From an optimization exercise on the open Yosys and OpenROAD flow, aimed at small area; shortcuts taken in it are not production practice.
The RTL was checked by simulation tests, not by an equivalence proof against the original design.
No activity file was given, so power comes from the tool's default toggle rates.

==> inputs of v26 <==
==> flow/design.v <==
package unlockerPkg;
    localparam int digitW     = 4;
    localparam int codeDigits = 4;
    localparam int codeW      = digitW * codeDigits;
    localparam int tableDepth = 8;
    localparam int idxW       = 3;
    localparam int countW     = 4;   
    localparam int fullEntry = 8;    
    localparam int nameEntry = 4;    
    localparam int maxAttempts = 3;
    localparam logic [codeW-1:0] defaultName     = 16'h1234;
    localparam logic [codeW-1:0] defaultPassword = 16'h1234;
    typedef enum logic [1:0]
    {
        modeAdmin = 2'd0,
        modeUser  = 2'd1,
        modeGuest = 2'd2
    } userMode_e;
    typedef enum logic [1:0]
    {
        stLocked   = 2'd0,
        stUnlocked = 2'd1,
        stFlagged  = 2'd2
    } sessionState_e;
endpackage
module unlocker
(
    input  logic              clk,
    input  logic              arstN,
    input  logic              locker,
    input  logic              btn1,
    input  logic              btn2,
    input  logic              btn3,
    input  logic              btn4,
    input  logic              btn5,
    input  logic              switch1,
    input  logic [3:0]        inputCount,
    input  logic [unlockerPkg::digitW-1:0] userNameInput0,
    input  logic [unlockerPkg::digitW-1:0] userNameInput1,
    input  logic [unlockerPkg::digitW-1:0] userNameInput2,
    input  logic [unlockerPkg::digitW-1:0] userNameInput3,
    input  logic [unlockerPkg::digitW-1:0] passwordInput0,
    input  logic [unlockerPkg::digitW-1:0] passwordInput1,
    input  logic [unlockerPkg::digitW-1:0] passwordInput2,
    input  logic [unlockerPkg::digitW-1:0] passwordInput3,
    input  logic              flagResolve,
    output logic              lock,
    output logic              flag,
    output logic              flagSelect,
    output logic              resetCount
);
    localparam int D = unlockerPkg::tableDepth;
    localparam int W = unlockerPkg::codeW;
    logic [W-1:0]   nameCode;
    logic [W-1:0]   passwordCode;
    logic [D-1:1]          valid;
    logic [D-1:1][W-1:0]   names;
    logic [D-1:0][W-1:0]   passwords;
    logic [D-1:1]          isUser;      
    logic [1:0]     attempts;
    logic [2:0]     curUser;
    logic [D-1:0]   nameMatch;
    logic           nameHit;
    logic [W-1:0]   hitPassword;
    logic           loginHit;
    logic [2:0]     loginIdx;
    logic [D-1:1]   freeSel;
    logic           full;
    logic           unlocked;
    logic           locked;
    logic           loginTry;
    logic           lockReq;
    logic           go;
    logic           curAdmin;
    logic           curWrite;
    logic           pwWrEn;
    logic           addEn;
    logic           delEn;
    logic [W-1:0]   pwData;
    assign nameCode     = {userNameInput3, userNameInput2, userNameInput1, userNameInput0};
    assign passwordCode = {passwordInput3, passwordInput2, passwordInput1, passwordInput0};
    always_comb
    begin
        nameMatch[0] = (nameCode == unlockerPkg::defaultName);
        for (int i = 1; i < D; i++)
        begin
            nameMatch[i] = valid[i] && (names[i] == nameCode);
        end
    end
    assign nameHit = |nameMatch;
    always_comb
    begin
        hitPassword = '0;
        for (int i = 0; i < D; i++)
        begin
            hitPassword = hitPassword | (passwords[i] & {W{nameMatch[i]}});
        end
    end
    assign loginHit = nameHit && (hitPassword == passwordCode);
    always_comb
    begin
        loginIdx = '0;
        for (int i = 1; i < D; i++)
        begin
            loginIdx = loginIdx | (nameMatch[i] ? 3'(i) : 3'd0);
        end
    end
    always_comb
    begin
        freeSel = '0;
        for (int i = D - 1; i >= 1; i--)
        begin
            if (!valid[i])
            begin
                freeSel    = '0;
                freeSel[i] = 1'b1;
            end
        end
    end
    assign full = &valid;
    assign unlocked = !lock;
    assign locked   = lock && !flag;
    assign loginTry = locked && (inputCount == 4'(unlockerPkg::fullEntry));
    assign lockReq  = locker || btn1;
    assign go       = unlocked && !lockReq;
    assign curAdmin = (curUser == 3'd0);
    always_comb
    begin
        curWrite = curAdmin;
        for (int i = 1; i < D; i++)
        begin
            if (curUser == 3'(i))
            begin
                curWrite = isUser[i];
            end
        end
    end
    assign pwWrEn = go && btn2 && curWrite && (inputCount >= 4'(unlockerPkg::nameEntry));
    assign addEn  = go && !btn2 && btn3 && curAdmin
                 && (inputCount == 4'(unlockerPkg::fullEntry)) && !full && !nameHit;
    assign delEn  = go && !btn2 && !btn3 && btn5 && curAdmin
                 && (inputCount == 4'(unlockerPkg::nameEntry)) && nameHit && !nameMatch[0];
    assign pwData = btn2 ? nameCode : passwordCode;
    always_ff @(posedge clk or negedge arstN)
    begin
        if (!arstN)
        begin
            valid <= '0;
        end
        else
        begin
            for (int i = 1; i < D; i++)
            begin
                if (addEn && freeSel[i])
                begin
                    valid[i] <= 1'b1;
                end
                else if (delEn && nameMatch[i])
                begin
                    valid[i] <= 1'b0;
                end
            end
        end
    end
    always_ff @(posedge clk or negedge arstN)
    begin
        if (!arstN)
        begin
            passwords[0] <= unlockerPkg::defaultPassword;
        end
        else if (pwWrEn && curAdmin)
        begin
            passwords[0] <= nameCode;
        end
    end
    always_ff @(posedge clk)
    begin
        for (int i = 1; i < D; i++)
        begin
            if (addEn && freeSel[i])
            begin
                names[i]  <= nameCode;
                isUser[i] <= switch1;
            end
            if ((addEn && freeSel[i]) || (pwWrEn && curUser == 3'(i)))
            begin
                passwords[i] <= pwData;
            end
        end
    end
    always_ff @(posedge clk or negedge arstN)
    begin
        if (!arstN)
        begin
            lock       <= 1'b1;
            flag       <= 1'b0;
            flagSelect <= 1'b0;
            resetCount <= 1'b0;
            attempts   <= '0;
        end
        else
        begin
            resetCount <= loginTry || pwWrEn || addEn || delEn;
            if (unlocked)
            begin
                if (lockReq)
                begin
                    lock <= 1'b1;
                end
            end
            else if (flag)
            begin
                if (flagResolve)
                begin
                    flag       <= 1'b0;
                    flagSelect <= 1'b0;
                end
            end
            else if (loginTry)
            begin
                if (loginHit)
                begin
                    lock     <= 1'b0;
                    attempts <= '0;
                end
                else
                begin
                    flag <= 1'b1;
                    if (attempts == 2'(unlockerPkg::maxAttempts - 1))
                    begin
                        flagSelect <= 1'b1;
                        attempts   <= '0;
                    end
                    else
                    begin
                        flagSelect <= 1'b0;
                        attempts   <= attempts + 1'b1;
                    end
                end
            end
        end
    end
    always_ff @(posedge clk)
    begin
        if (loginTry && loginHit)
        begin
            curUser <= loginIdx;
        end
    end
endmodule
==> flow/flow/run.sh <==
#!/bin/bash
# Standard ORFS layout (the standard.sh, unchanged synthesis) with area-oriented knobs:
# smallest buffer on every port, no CTS dummy loads, power/area recovery after routing repair.
set -euo pipefail
bash standard.sh \
  BUFFER_PORTS_ARGS="-buffer_cell sky130_fd_sc_hd__buf_1" \
  CTS_ARGS="-sink_clustering_enable -repair_clock_nets -sink_clustering_size 25 -sink_clustering_max_diameter 80 -buf_list sky130_fd_sc_hd__clkbuf_16 -dont_use_dummy_load" \
  finish > standard.log 2>&1
==> flow/standard.sh <==
#!/bin/bash
# synth_recipe.tcl (not shown) runs the flow's synth.tcl, then flattens the netlist and writes it again
# the make line also repeats each setting of config.mk as NAME=value (left out here)
make -C /OpenROAD-flow-scripts/flow DESIGN_CONFIG=/design/flow/config.mk WORK_HOME=/design/flow/orfs CLKGATE_MAP_FILE= SYNTH_SCRIPT=/design/flow/synth_recipe.tcl "${@:-finish}"
==> flow/config.mk <==
export PLATFORM = sky130hd
export DESIGN_NAME = unlocker
export DESIGN_NICKNAME = unlocker
export VERILOG_FILES = /design/flow/design.v
export SDC_FILE = /design/flow/constraint.sdc
export NUM_CORES = 4
export LEC_CHECK = 0
export CAP_MARGIN = 20
export CORE_MARGIN = 2
export CORE_UTILIZATION = 40
export GPL_TIMING_DRIVEN = 0
export SLEW_MARGIN = 20
==> flow/constraint.sdc <==
create_clock -name core_clock -period 10.0 [get_ports {clk}]
set_input_delay 2.0000 -clock core_clock [delete_from_list [all_inputs] [get_ports {clk}]]
set_output_delay 2.0000 -clock core_clock [all_outputs]
set_load 0.01 [all_outputs]
==> inputs of v16, as changes to v26 <==
==> flow/flow/run.sh (replaced) <==
#!/bin/bash
# The standard layout (standard.sh) with area-oriented settings:
#  - synthesis: synth_recipe.tcl with an area-oriented abc script (flow/synth.tcl, flow/area.abc)
#  - the smallest buffer (buf_1) on every port
#  - CTS with clkbuf_16 on clusters of up to 25 sinks and no dummy loads
set -euo pipefail
here=$(pwd)
export AREA_ABC_SCRIPT=$here/flow/area.abc
bash standard.sh \
  SYNTH_SCRIPT=$here/flow/synth.tcl \
  BUFFER_PORTS_ARGS="-buffer_cell sky130_fd_sc_hd__buf_1" \
  CTS_ARGS="-sink_clustering_enable -repair_clock_nets -sink_clustering_size 30 -sink_clustering_max_diameter 100 -buf_list sky130_fd_sc_hd__clkbuf_16 -dont_use_dummy_load" \
  RECOVER_POWER=100 \
  POST_GLOBAL_ROUTE_TCL=$here/flow/post_grt.tcl \
  finish > standard.log 2>&1
==> flow/flow/area.abc (new file) <==
strash
&get -n
&dch
&nf -R 1000 -a
&put
==> flow/flow/post_grt.tcl (new file) <==
# After ORFS's power recovery (RECOVER_POWER), which downsizes cells on paths with slack
# to spare, repair any max-slew or max-capacitance violation it left, then re-route the
# nets that changed. Done twice.
for {set pass 0} {$pass < 2} {incr pass} {
  global_route -start_incremental
  if { $pass > 0 } {
    repair_timing -recover_power 100 -verbose
  }
  repair_design_helper
  detailed_placement
  global_route -end_incremental -congestion_report_file $::env(REPORTS_DIR)/congestion_post_area_repair_$pass.rpt
  estimate_parasitics -global_routing
}
report_check_types -max_slew -max_capacitance -violators
==> flow/flow/synth.tcl (new file) <==
# synth_recipe.tcl with one change: abc maps with this flow's area script (flow/area.abc).
# Registers are mapped by dfflibmap before abc, so they are the standard synthesis's.
proc synth {args} { yosys synth -nofsm -noshare {*}$args }
proc abc {args} {
  set i [lsearch -exact $args -script]
  if { $i >= 0 } {
    set args [lreplace $args $i [expr { $i + 1 }] -script $::env(AREA_ABC_SCRIPT)]
  }
  yosys abc {*}$args
}
source $::env(SCRIPTS_DIR)/synth.tcl
# left out here: clear keep_hierarchy, flatten, clean up, hide names made inside functions, write 1_2_yosys.v
--- a/flow/config.mk
+++ b/flow/config.mk
@@ -9,4 +9,5 @@
 export CORE_MARGIN = 2
-export CORE_UTILIZATION = 40
-export GPL_TIMING_DRIVEN = 0
+export CORE_UTILIZATION = 80
+export GPL_TIMING_DRIVEN = 1
+export PLACE_DENSITY = 0.9
 export SLEW_MARGIN = 20
==> notes <==
- v26 completed with no timing, DRC or antenna violations. v16 completed with no timing, DRC or antenna violations.
- Between v26 and v16, the lower wire length is in v16 (gap about 3.3%, measured against v16).
- In v16 the combinational power is smaller than in v26, by about 7%.
- Of v16 and v26, v26 has the higher register-to-register slack (gap 60 ps).
- Between v26 and v16, the lower clock-buffer cell count is in v16 (gap 3).
- Against v26, the critical path depth of v16 is higher by 4.
- Of v16 and v26, v16 has the higher sequential share of layout area (gap 5.6 points).
- In v16 the clock power is lower than in v26, by 14%.
==> figures <==
metric	v16	v26
Source-to-sink clock delay at the later pin of the worst-skew pair	480 ps	490 ps
Result of the run	timing/DRC/antenna clean	timing/DRC/antenna clean
Clock Skew	25.1 ps	32.8 ps
Clk pwr share	0.285	0.316
DIE HEIGHT	119 um	172 um
Min-Delay Startpoint	flagSelect$_DFFE_PN0P_	attempts[1]$_DFFE_PN0P_
Placed insts	976	1,173
Area delta synth->final	8.21%	11.0%
Fraction of synthesized area in multiplexers	0.00212	0.0307
Netlist Area Pre-Place	10,600 um^2	11,300 um^2
Well-tap cell count	176	378
Overall power of the completed layout	1.82 mW	1.92 mW
Critical register-to-register path startpoint	names[1]$_DFFE_PP_	names[101]$_DFFE_PP_
Number of multi-input combinational cells in the layout	417	419
Setup slack on the worst flop-to-flop path	5170 ps	5230 ps
Highest clock frequency the design can meet	137 MHz	152 MHz

========
==> inputs of job 3367 <==
RTL: the design.v shown in full above, as it stands there.
export LEC_CHECK = 0
export CAP_MARGIN = 20
export CORE_MARGIN = 2
export CORE_UTILIZATION = 65
export GPL_TIMING_DRIVEN = 1
export PLACE_DENSITY = 0.75
export SLEW_MARGIN = 20
create_clock -name core_clock -period 10.0 [get_ports {clk}]
standard.sh (not shown) runs the stock make flow with config.mk's settings and CLKGATE_MAP_FILE= SYNTH_SCRIPT=/design/flow/synth_recipe.tcl, a recipe that flattens the netlist after the stock synthesis.
==> flow/flow/run.sh <==
#!/bin/bash
# The standard layout (standard.sh) with area-oriented settings:
#  - synthesis: synth_recipe.tcl with an area-oriented abc script (flow/synth.tcl, flow/area.abc)
#  - the smallest buffer (buf_1) on every port
#  - CTS with clkbuf_16 on clusters of up to 25 sinks and no dummy loads
set -euo pipefail
here=$(pwd)
export AREA_ABC_SCRIPT=$here/flow/area.abc
bash standard.sh \
  SYNTH_SCRIPT=$here/flow/synth.tcl \
  BUFFER_PORTS_ARGS="-buffer_cell sky130_fd_sc_hd__buf_1" \
  CTS_ARGS="-sink_clustering_enable -repair_clock_nets -sink_clustering_size 30 -sink_clustering_max_diameter 100 -buf_list {sky130_fd_sc_hd__clkbuf_8 sky130_fd_sc_hd__clkbuf_16} -dont_use_dummy_load" \
  finish > standard.log 2>&1
==> flow/flow/area.abc <==
strash
&get -n
&dch
&nf -R 1000 -a
&put
==> flow/flow/synth.tcl <==
# synth_recipe.tcl with one change: abc maps with this flow's area script (flow/area.abc).
# Registers are mapped by dfflibmap before abc, so they are the standard synthesis's.
proc synth {args} { yosys synth -nofsm -noshare {*}$args }
proc abc {args} {
  set i [lsearch -exact $args -script]
  if { $i >= 0 } {
    set args [lreplace $args $i [expr { $i + 1 }] -script $::env(AREA_ABC_SCRIPT)]
  }
  yosys abc {*}$args
}
source $::env(SCRIPTS_DIR)/synth.tcl
# left out here: clear keep_hierarchy, flatten, clean up, hide names made inside functions, write 1_2_yosys.v
==> job 4897 (differences from job 3367) <==
--- a/flow/flow/run.sh
+++ b/flow/flow/run.sh
@@ -10,4 +10,4 @@
   SYNTH_SCRIPT=$here/flow/synth.tcl \
   BUFFER_PORTS_ARGS="-buffer_cell sky130_fd_sc_hd__buf_1" \
-  CTS_ARGS="-sink_clustering_enable -repair_clock_nets -sink_clustering_size 30 -sink_clustering_max_diameter 100 -buf_list {sky130_fd_sc_hd__clkbuf_8 sky130_fd_sc_hd__clkbuf_16} -dont_use_dummy_load" \
+  CTS_ARGS="-sink_clustering_enable -repair_clock_nets -sink_clustering_size 30 -sink_clustering_max_diameter 100 -buf_list sky130_fd_sc_hd__clkbuf_16 -dont_use_dummy_load" \
   finish > standard.log 2>&1
- CORE_UTILIZATION: 65 -> 40
- GPL_TIMING_DRIVEN: 1 -> 0
- PLACE_DENSITY: 0.75 -> unset
==> comparison table <==
|  | job 3367 | job 4897 |
|---|---|---|
| Highest cell delay on the worst timing path | 600 ps | 890 ps |
| Die height | 132 um | 167 um |
| DP Area | 11,400 sq um | 11,600 sq um |
| Cell internal pwr | 1.45 mW | 1.45 mW |
| Arrival time reported for the critical path endpoint | 6540 ps | 7360 ps |
| Hold path startpoint | passwords[5] | passwords[12] |
| Placement Rows | 46 | 59 |
| Max_slew headroom | 30.4% | 28.9% |
| Switching part of the total power | 20.4% | 20.7% |
| Layout net count | 863 | 866 |
| Count of non-filler cells in the finished layout | 1,031 | 1,153 |
| First-pass detailed-route iteration total | 5 | 16 |
| Layout cell share with drive strength beyond 1 | 7.36% | 8.44% |
| WP buf/inv | 3 | 2 |
| Result of the run | timing/DRC/antenna clean | timing/DRC/antenna clean |

========
==> run a <==
RTL: the design.v shown in full above, as it stands there.
clock: 10.0 ns
lec_check: 0
cap_margin: 20
core_margin: 2
core_utilization: 40
cts_buf_list: sky130_fd_sc_hd__clkbuf_16
cts_cluster_diameter: 80
cts_cluster_size: 25
slew_margin: 20
==> flow/flow/run.sh <==
#!/bin/bash
# Standard ORFS layout (the standard.sh, unchanged synthesis) with area-oriented knobs:
# smallest buffer on every port, no CTS dummy loads, power/area recovery after routing repair.
set -euo pipefail
bash standard.sh \
  BUFFER_PORTS_ARGS="-buffer_cell sky130_fd_sc_hd__buf_1" \
  CTS_ARGS="-sink_clustering_enable -repair_clock_nets -sink_clustering_size 25 -sink_clustering_max_diameter 80 -buf_list sky130_fd_sc_hd__clkbuf_16 -dont_use_dummy_load" \
  finish > standard.log 2>&1
==> run b: changes against run a <==
==> flow/flow/run.sh (replaced) <==
#!/bin/bash
# The standard layout (standard.sh) with area-oriented settings:
#  - synthesis: synth_recipe.tcl with an area-oriented abc script (flow/synth.tcl, flow/area.abc)
#  - the smallest buffer (buf_1) on every port
#  - CTS with clkbuf_16 on clusters of up to 25 sinks and no dummy loads
set -euo pipefail
here=$(pwd)
export AREA_ABC_SCRIPT=$here/flow/area.abc
bash standard.sh \
  SYNTH_SCRIPT=$here/flow/synth.tcl \
  BUFFER_PORTS_ARGS="-buffer_cell sky130_fd_sc_hd__buf_1" \
  CTS_ARGS="-sink_clustering_enable -repair_clock_nets -sink_clustering_size 30 -sink_clustering_max_diameter 100 -buf_list sky130_fd_sc_hd__clkbuf_16 -dont_use_dummy_load" \
  finish > standard.log 2>&1
==> flow/flow/area.abc (new file) <==
strash
&get -n
&dch
&nf -R 1000 -a
&put
==> flow/flow/synth.tcl (new file) <==
# synth_recipe.tcl with one change: abc maps with this flow's area script (flow/area.abc).
# Registers are mapped by dfflibmap before abc, so they are the standard synthesis's.
proc synth {args} { yosys synth -nofsm -noshare {*}$args }
proc abc {args} {
  set i [lsearch -exact $args -script]
  if { $i >= 0 } {
    set args [lreplace $args $i [expr { $i + 1 }] -script $::env(AREA_ABC_SCRIPT)]
  }
  yosys abc {*}$args
}
source $::env(SCRIPTS_DIR)/synth.tcl
# left out here: clear keep_hierarchy, flatten, clean up, hide names made inside functions, write 1_2_yosys.v
- CORE_UTILIZATION: 40 -> 80
- CTS_BUF_LIST: sky130_fd_sc_hd__clkbuf_16 -> not set
- CTS_CLUSTER_DIAMETER: 80 -> not set
- CTS_CLUSTER_SIZE: 25 -> not set
- GPL_TIMING_DRIVEN: not set -> 1
- PLACE_DENSITY: not set -> 0.9
==> run c: changes against run a <==
--- a/flow/flow/run.sh
+++ b/flow/flow/run.sh
@@ -6,3 +6,4 @@
   BUFFER_PORTS_ARGS="-buffer_cell sky130_fd_sc_hd__buf_1" \
   CTS_ARGS="-sink_clustering_enable -repair_clock_nets -sink_clustering_size 25 -sink_clustering_max_diameter 80 -buf_list sky130_fd_sc_hd__clkbuf_16 -dont_use_dummy_load" \
+  RECOVER_POWER=100 \
   finish > standard.log 2>&1
==> run notes <==
----------------------------------------------------
[Outcome]
  Result of the run ... finished with violations
  SO Viols ... max-capacitance violations, max-slew violations

[Floorplan]
  Standard-cell rows ... 61
  Die span in x ... about 170 um

[Min path]
  Destination of the worst hold path ... passwords[14]

[Timing]
  Final setup skew ... about 33 ps
  FMAX ... ~130 MHz
  Final critical-path setup slack ... 2570 ps
  Count of final max-slew check failures ... between 40 and 50

[Run]
  Number of maximum-capacitance constraint violations ... 2

[Clock network]
  Number of buffers inserted during clock tree synthesis ... 15

[Power and ir drop]
  Clock group ... ~600 uW

[Layout]
  Nets ... 845

----------------------------------------------------
That was run c.
==> run notes <==
----------------------------------------------------
[Setup path]
  Worst reg-to-reg setup slack ... 5410 ps
  Top fanout value on the critical path ... 18

[Clock network]
  Clock tree from TritonCTS ... done
  Number of buffers inserted during clock tree synthesis ... 12

[Run]
  Number of maximum-capacitance constraint violations ... 0

[Layout]
  Nets ... 860

[Timing]
  Setup Total Neg Slack ... 0 ps
  FMAX ... 149 MHz
  Final critical-path setup slack ... roughly 3300 ps

[Min path]
  Destination of the worst hold path ... flagSelect

[Power and ir drop]
  Clock group ... ~520 uW

[Outcome]
  Result of the run ... complete, no violations

[Floorplan]
  Standard-cell rows ... 42

[Global routing]
  Antenna violations before repair ... 0

[Synthesis]
  Largest cells by area after synthesis ... sky130_fd_sc_hd__edfxtp_1, sky130_fd_sc_hd__dfrtp_1, sky130_fd_sc_hd__a221oi_1, sky130_fd_sc_hd__a22oi_1, sky130_fd_sc_hd__xnor2_1

----------------------------------------------------
That was run b.
==> run notes <==
----------------------------------------------------
[Outcome]
  Result of the run ... complete, no violations

[Floorplan]
  Die span in x ... ~170 um
  Standard-cell rows ... approximately 60

[Timing]
  Final critical-path setup slack ... 4240 ps
  FMAX ... 174 MHz
  Final setup skew ... roughly 34 ps
  Count of final max-slew check failures ... 0

[Min path]
  Destination of the worst hold path ... passwords[13]

[Power and ir drop]
  Clock group ... 602 uW

[Layout]
  Nets ... ~850

----------------------------------------------------
That was run a.

==> static timing again, ports no longer ideal <==
How much do the figures lean on ideal ports? The routed layouts below were timed once more, with nothing changed but the port constraints. Step 1 sets driving cells, clkbuf_16 on the clock port and buf_2 on the other inputs (assumed; they add their load-dependent delay and slew). Step 2 moves the port delays by t, midway between the first and last clock arrival at a register: inputs arrive t later, outputs are due t later. That takes back most of the time a late clock gives input paths. Three values: ideal ports, drivers, drivers and shift; two values: the first two.
run | t, ns | slack for setup (ns) | worst data-port slew with drivers (ns)
v26 | 0.524 | 3.419 / 3.441 / 2.918 | 0.04
v16 | 0.512 | 2.683 / 2.705 / 2.193 | 0.05
job 3367 | 0.502 | 3.617 / 3.635 / 3.133 | 0.05
job 4897 | 0.514 | 2.804 / 2.822 / 2.309 | 0.05
run a | 0.522 | 4.237 / 4.263 / 3.741 | 0.05
run b | 0.512 | 3.301 / 3.312 / 2.800 | 0.05
run c | 0.520 | 2.568 / 2.591 / 2.071 | 0.05
